From an optimization exercise on the open Yosys and OpenROAD flow, aimed at small area, a short achievable clock period and few clock cycles per item; shortcuts taken in it are not production practice.
Only simulation tests tie the RTL to the original design; equivalence was not proved.

==> inputs of 09-23 <==
## zero_order_phase_correct
module zero_order_phase_correct (
	input wire logic clk,
	input wire logic arst_n,
	input wire logic sample_valid,
	output logic sample_ready,
	input wire logic signed [17:0] sample_real,
	input wire logic signed [17:0] sample_imag,
	input wire logic last_sample,
	output logic result_valid,
	input wire logic result_ready,
	output logic signed [17:0] rotated_real,
	output logic signed [17:0] rotated_imag,
	output logic last_out
);
make LEC_CHECK=0 CAP_MARGIN=20 CORE_MARGIN=2 CORE_UTILIZATION=40 CTS_BUF_LIST=sky130_fd_sc_hd__clkbuf_8 CTS_CLUSTER_DIAMETER=50 CTS_CLUSTER_SIZE=16 SETUP_SLACK_MARGIN=5 SLEW_MARGIN=20 finish   # period 10.0 ns
run.sh (not shown) runs the stock make flow with config.mk's settings and CLKGATE_MAP_FILE= SYNTH_SCRIPT=/design/flow/synth_recipe.tcl, a recipe that flattens the netlist after the stock synthesis.
==> inputs of 07-28, as changes to 09-23 <==
--- a/flow/design.v
+++ b/flow/design.v
@@ -47,11 +47,13 @@
 	localparam int N = 48;            
 	localparam int CW = 6;            
 	localparam int XW = 24;           
 	localparam int VW = 26;           
 	localparam int NS = 15;           
-	localparam int PW = 20;           
+	localparam int K = 1;             
+	localparam int NG = (NS + K - 1) / K;   
+	localparam int PW = 18 + K;       
 	function automatic logic [15:0] atan_v(input logic [3:0] i);
 		case (i)
 			4'd0: atan_v = 16'd8192;
 			4'd1: atan_v = 16'd4836;
 			4'd2: atan_v = 16'd2555;
@@ -156,20 +158,21 @@
 	assign vat = atan_v(vit);
 	assign vz_nx = vcw ? vz - vat : vz + vat;    
 	assign vdone = vbusy & vder & ~pfv;
 	always_comb begin
 		logic [15:0] n;
-		logic signed [16:0] z0, z1, z2;
-		logic fl, d0, d1;
+		logic signed [16:0] z;
+		logic [K-1:0] dd;
+		logic fl;
 		n = vzero ? 16'd0 : vz;      
 		fl = (n[15] != n[14]) & (n != 16'h4000);
-		z0 = fl ? {n[14], n[14], n[14:0]} : {n[15], n};
-		d0 = ~z0[16];
-		z1 = d0 ? z0 - 17'sd8192 : z0 + 17'sd8192;
-		d1 = ~z1[16];
-		z2 = d1 ? z1 - 17'sd4836 : z1 + 17'sd4836;
-		der = {fl, d0, d1, z2};
+		z = fl ? {n[14], n[14], n[14:0]} : {n[15], n};
+		for (int j = 0; j < K; j++) begin
+			dd[j] = ~z[16];
+			z = dd[j] ? z - $signed({1'b0, atan_v(4'(j))}) : z + $signed({1'b0, atan_v(4'(j))});
+		end
+		der = {fl, dd, z};
 	end
 	always_ff @(posedge clk) begin
 		if (vload) begin
 			if (l_re[23]) begin
 				vx <= -$signed({{(VW-24){l_re[23]}}, l_re});
@@ -221,31 +224,40 @@
 	logic adv;                    
 	logic prev_last;              
 	logic wact;                   
 	logic [3:0] wk;
 	logic signed [16:0] zc;
-	logic [NS-1:0] dir;
+	logic [K*NG-1:0] dir;
 	logic flipreg;
 	logic first_iss;
 	logic issue_ok;
-	logic [15:0] w_a;             
+	logic [K-1:0] w_d;
+	logic signed [16:0] w_z;
+	logic [15:0] w_a [K];          
 	assign first_iss = prev_last;
 	assign issue_ok = ~first_iss | (pfv & ~wact);
 	assign issue = rgv[N-1] & (ahead == '0) & adv & issue_ok;
 	assign pf_pop = issue & first_iss;
+	always_comb begin
+		w_z = zc;
+		for (int j = 0; j < K; j++) begin
+			w_d[j] = ~w_z[16];
+			w_z = w_d[j] ? w_z - $signed({1'b0, w_a[j]}) : w_z + $signed({1'b0, w_a[j]});
+		end
+	end
 	always_ff @(posedge clk) begin
 		if (pf_pop) begin
-			flipreg <= pf0[19];
-			dir[0] <= pf0[18];
-			dir[1] <= pf0[17];
+			flipreg <= pf0[PW-1];
+			for (int j = 0; j < K; j++) dir[j] <= pf0[17+j];
 			zc <= pf0[16:0];
-			w_a <= atan_v(4'd2);
+			for (int j = 0; j < K; j++) w_a[j] <= atan_v(4'(K + j));
 		end else if (adv & wact) begin
-			for (int k = 2; k < NS; k++)
-				if (wk == 4'(k)) dir[k] <= ~zc[16];
-			zc <= zc[16] ? zc + $signed({1'b0, w_a}) : zc - $signed({1'b0, w_a});
-			w_a <= atan_v(wk + 4'd1);
+			for (int j = 0; j < K; j++) w_a[j] <= atan_v(4'(K) * (wk + 4'd1) + 4'(j));
+			for (int k = 1; k < NG; k++)
+				if (wk == 4'(k))
+					for (int j = 0; j < K; j++) dir[K*k+j] <= w_d[j];
+			zc <= w_z;
 		end
 	end
 	always_ff @(posedge clk or negedge arst_n) begin
 		if (!arst_n) begin
 			prev_last <= 1'b1;
@@ -253,101 +265,123 @@
 			wk <= 4'd0;
 		end else begin
 			if (issue) prev_last <= rg[N-1][36];
 			if (pf_pop) begin
 				wact <= 1'b1;
-				wk <= 4'd2;
+				wk <= 4'd1;
 			end else if (adv & wact) begin
 				wk <= wk + 4'd1;
-				if (wk == 4'(NS - 1)) wact <= 1'b0;
+				if (wk == 4'(NG - 1)) wact <= 1'b0;
 			end
 		end
 	end
-	logic signed [XW-1:0] px [1:NS];
-	logic signed [XW-1:0] py [1:NS];
-	logic pv [1:NS];
-	logic pl [1:NS];
-	logic f0, d0u;
-	logic signed [19:0] o_re, o_im, s0x, s0y;
-	logic ax, bx, ay, by;
-	assign f0 = first_iss ? pf0[19] : flipreg;
-	assign d0u = first_iss ? pf0[18] : dir[0];
-	assign o_re = {{2{rg[N-1][17]}}, rg[N-1][17:0]};
-	assign o_im = {{2{rg[N-1][35]}}, rg[N-1][35:18]};
-	assign ax = f0;                  
-	assign bx = f0 ^ d0u;
-	assign ay = f0;
-	assign by = f0 ^ ~d0u;
-	assign s0x = (o_re ^ {20{ax}}) + (o_im ^ {20{bx}}) + {18'd0, ax & bx, ax ^ bx};
-	assign s0y = (o_im ^ {20{ay}}) + (o_re ^ {20{by}}) + {18'd0, ay & by, ay ^ by};
+	logic signed [XW-1:0] px [NG+1];
+	logic signed [XW-1:0] py [NG+1];
+	logic pv [NG+1];
+	logic pl [NG+1];
+	logic flip_use;
+	logic signed [18:0] i_re, i_im;
+	assign flip_use = first_iss ? pf0[PW-1] : flipreg;
+	assign i_re = flip_use ? -$signed({rg[N-1][17], rg[N-1][17:0]}) : $signed({rg[N-1][17], rg[N-1][17:0]});
+	assign i_im = flip_use ? -$signed({rg[N-1][35], rg[N-1][35:18]}) : $signed({rg[N-1][35], rg[N-1][35:18]});
 	always_ff @(posedge clk) begin
 		if (adv) begin
-			px[1] <= {s0x, 4'b0000};
-			py[1] <= {s0y, 4'b0000};
-			pl[1] <= rg[N-1][36];
+			px[0] <= {i_re[18], i_re, 4'b0000};
+			py[0] <= {i_im[18], i_im, 4'b0000};
+			pl[0] <= rg[N-1][36];
 		end
 	end
-	for (genvar g = 1; g < NS; g++) begin : g_stage
-		logic signed [XW-1:0] xs, ys, xn, yn;
-		logic d;
-		assign d = dir[g];
-		assign xs = px[g] >>> g;
-		assign ys = py[g] >>> g;
-		assign xn = px[g] + (ys ^ {XW{d}}) + {{(XW-1){1'b0}}, d};
-		assign yn = py[g] + (xs ^ {XW{~d}}) + {{(XW-1){1'b0}}, ~d};
+	for (genvar g = 0; g < NG; g++) begin : g_stage
+		logic signed [XW-1:0] sx [K+1];
+		logic signed [XW-1:0] sy [K+1];
+		assign sx[0] = px[g];
+		assign sy[0] = py[g];
+		for (genvar j = 0; j < K; j++) begin : g_it
+			localparam int I = K * g + j;
+			if (I < NS) begin : g_do
+				logic signed [XW-1:0] xs, ys;
+				logic d;
+				assign d = dir[I];
+				assign xs = sx[j] >>> I;
+				assign ys = sy[j] >>> I;
+				assign sx[j+1] = sx[j] + (ys ^ {XW{d}}) + {{(XW-1){1'b0}}, d};
+				assign sy[j+1] = sy[j] + (xs ^ {XW{~d}}) + {{(XW-1){1'b0}}, ~d};
+			end else begin : g_pass
+				assign sx[j+1] = sx[j];
+				assign sy[j+1] = sy[j];
+			end
+		end
 		always_ff @(posedge clk) begin
 			if (adv) begin
-				px[g+1] <= xn;
-				py[g+1] <= yn;
+				px[g+1] <= sx[K];
+				py[g+1] <= sy[K];
 				pl[g+1] <= pl[g];
 			end
 		end
 	end
 	logic signed [39:0] ma_x, mb_x, ma_y, mb_y;
 	logic mv, ml;
 	logic signed [39:0] gx, gy;
-	assign gx = {{16{px[NS][XW-1]}}, px[NS]};
-	assign gy = {{16{py[NS][XW-1]}}, py[NS]};
+	assign gx = {{16{px[NG][XW-1]}}, px[NG]};
+	assign gy = {{16{py[NG][XW-1]}}, py[NG]};
 	always_ff @(posedge clk) begin
 		if (adv) begin
 			ma_x <= (gx <<< 15) + (gx <<< 13) - (gx <<< 10) - (gx <<< 7);
 			mb_x <= (gx <<< 2) + gx - (gx <<< 4) + 40'sd524288;
 			ma_y <= (gy <<< 15) + (gy <<< 13) - (gy <<< 10) - (gy <<< 7);
 			mb_y <= (gy <<< 2) + gy - (gy <<< 4) + 40'sd524288;
-			ml <= pl[NS];
+			ml <= pl[NG];
 		end
 	end
 	always_ff @(posedge clk or negedge arst_n) begin
 		if (!arst_n) begin
-			for (int k = 1; k <= NS; k++) pv[k] <= 1'b0;
+			for (int k = 0; k <= NG; k++) pv[k] <= 1'b0;
 			mv <= 1'b0;
 		end else if (adv) begin
-			pv[1] <= issue;
-			for (int k = 1; k < NS; k++) pv[k+1] <= pv[k];
-			mv <= pv[NS];
+			pv[0] <= issue;
+			for (int k = 0; k < NG; k++) pv[k+1] <= pv[k];
+			mv <= pv[NG];
 		end
 	end
 	function automatic logic [17:0] clip20(input logic signed [39:0] p);
 		logic [19:0] r;
 		r = p[39:20];
 		if (r[19:17] == 3'b000 || r[19:17] == 3'b111) clip20 = r[17:0];
 		else clip20 = r[19] ? 18'h20000 : 18'h1FFFF;
 	endfunction
-	logic [36:0] ob;
-	logic rv_q;
-	assign adv = ~rv_q | result_ready;
+	logic [36:0] ob0, ob1;
+	logic wp, rp;
+	logic [1:0] ocnt;
+	logic push, pop, rv_q;
+	logic [1:0] ocnt_nx;
+	assign adv = (ocnt != 2'd2);
+	assign push = adv & mv;
+	assign pop = rv_q & result_ready;
+	assign ocnt_nx = ocnt + 2'(push) - 2'(pop);
 	always_ff @(posedge clk) begin
-		if (adv) ob <= {ml, clip20(ma_y + mb_y), clip20(ma_x + mb_x)};
+		if (push) begin
+			if (wp) ob1 <= {ml, clip20(ma_y + mb_y), clip20(ma_x + mb_x)};
+			else ob0 <= {ml, clip20(ma_y + mb_y), clip20(ma_x + mb_x)};
+		end
 	end
 	always_ff @(posedge clk or negedge arst_n) begin
-		if (!arst_n) rv_q <= 1'b0;
-		else if (adv) rv_q <= mv;
+		if (!arst_n) begin
+			wp <= 1'b0;
+			rp <= 1'b0;
+			ocnt <= 2'd0;
+			rv_q <= 1'b0;
+		end else begin
+			if (push) wp <= ~wp;
+			if (pop) rp <= ~rp;
+			ocnt <= ocnt_nx;
+			rv_q <= (ocnt_nx != 2'd0);
+		end
 	end
 	assign result_valid = rv_q;
-	assign rotated_real = ob[17:0];
-	assign rotated_imag = ob[35:18];
-	assign last_out = ob[36];
+	assign rotated_real = rp ? ob1[17:0] : ob0[17:0];
+	assign rotated_imag = rp ? ob1[35:18] : ob0[35:18];
+	assign last_out = rp ? ob1[36] : ob0[36];
 	logic liwl;                   
 	logic [3:0] sf;               
 	logic first_next, first_now;
 	logic [3:0] sf_nx;
 	logic [2:0] occ_nx;
@@ -361,11 +395,11 @@
 	assign hcnt_pin = !ins ? hcnt_nx : last_sample ? 5'd0 : (hcnt_nx != 5'd30) ? hcnt_nx + 5'd1 : hcnt_nx;
 	assign next_head = (hcnt_pin != 5'd30);
 	assign occ_nx = {2'b00, vbusy & ~vdone} + {2'b00, sqv} + 3'(hd_q) + 3'(hd) + 3'(hd_pin) + 3'(next_head);
 	assign ready_d = ~(rgv[N-1] & ~issue) & (ahead == '0)
 		& (occ_nx <= 3'd2)
-		& ~(first_next & (sf_nx < 4'(NS - 1)));
+		& ~(first_next & (sf_nx < 4'(NG)));
 	always_ff @(posedge clk or negedge arst_n) begin
 		if (!arst_n) begin
 			liwl <= 1'b1;
 			sf <= 4'd15;
 			ready_q <= 1'b0;
- ABC_CLOCK_PERIOD_IN_PS: default -> 3000
- CTS_BUF_LIST: sky130_fd_sc_hd__clkbuf_8 -> default
- CTS_CLUSTER_DIAMETER: 50 -> default
- CTS_CLUSTER_SIZE: 16 -> default
==> summary.txt <==
- Of all nets on the critical path, the largest fanout is 21.
- The run finished with no timing, DRC or antenna violations.
- The share of synthesized area spent on multiplexers is 0.01656.
- Excluding fillers, the count of instances in the completed layout stands at 16150.
- The compound-gate portion of the synthesized area came to 0.1143.
- The number of sinks on the clock net is 3018.
- The normalized max-slew margin is 0.2881.
- The floorplan step defined a core boundary enclosing roughly 0.33 mm².
- Summing all non-filler instances in the final layout gives an area of 0.1461 mm².
-- figures above: 09-23

==> summary.txt <==
- Of all nets on the critical path, the largest fanout is 48.
- The area of the placeable core is 0.3366 mm².
- The normalized max-slew margin is 0.2639.
- The run finished with no timing, DRC or antenna violations.
- After routing the design area is 0.1532 mm².
- The compound-gate portion of the synthesized area is 0.1173.
- Of the post-synthesis cell area, the part taken by muxes is 0.02164.
- Once layout is complete, the cells apart from fillers number around 16000.
-- figures above: 07-28

Testbench counts of 09-23, summed over its fixed seeds: cycles 13,108, items 12,447.
Testbench counts of 07-28, summed over its fixed seeds: cycles 13,132, items 12,447.

[port drivers added, routing unchanged]
The results above use ideal ports. As a check the final layouts listed here were re-extracted and re-timed, cells and wires unchanged.
Step 1, drivers: a clkbuf_16 drives clk and a buf_2 each remaining input, both assumed.
Step 2, shift: input delay + t, output delay - t, t = (earliest + latest rising clock arrival at the registers) / 2. This alone moves slack from input paths to output paths.
a / b / c = ideal ports / drivers / drivers and shift; a / b = the first two.
run | shift t [ns] | slack for setup (ns) | cell pins on the clock port's net
09-23 | 1.118 | 5.123 / 5.123 / 4.210 | 1
07-28 | 0.993 | 5.184 / 5.184 / 4.897 | 1
After both steps setup and hold are still met in every run listed. For 09-23, which loses most, drivers alone change the setup slack by 0.000 ns; drivers and shift together by -0.913 ns.
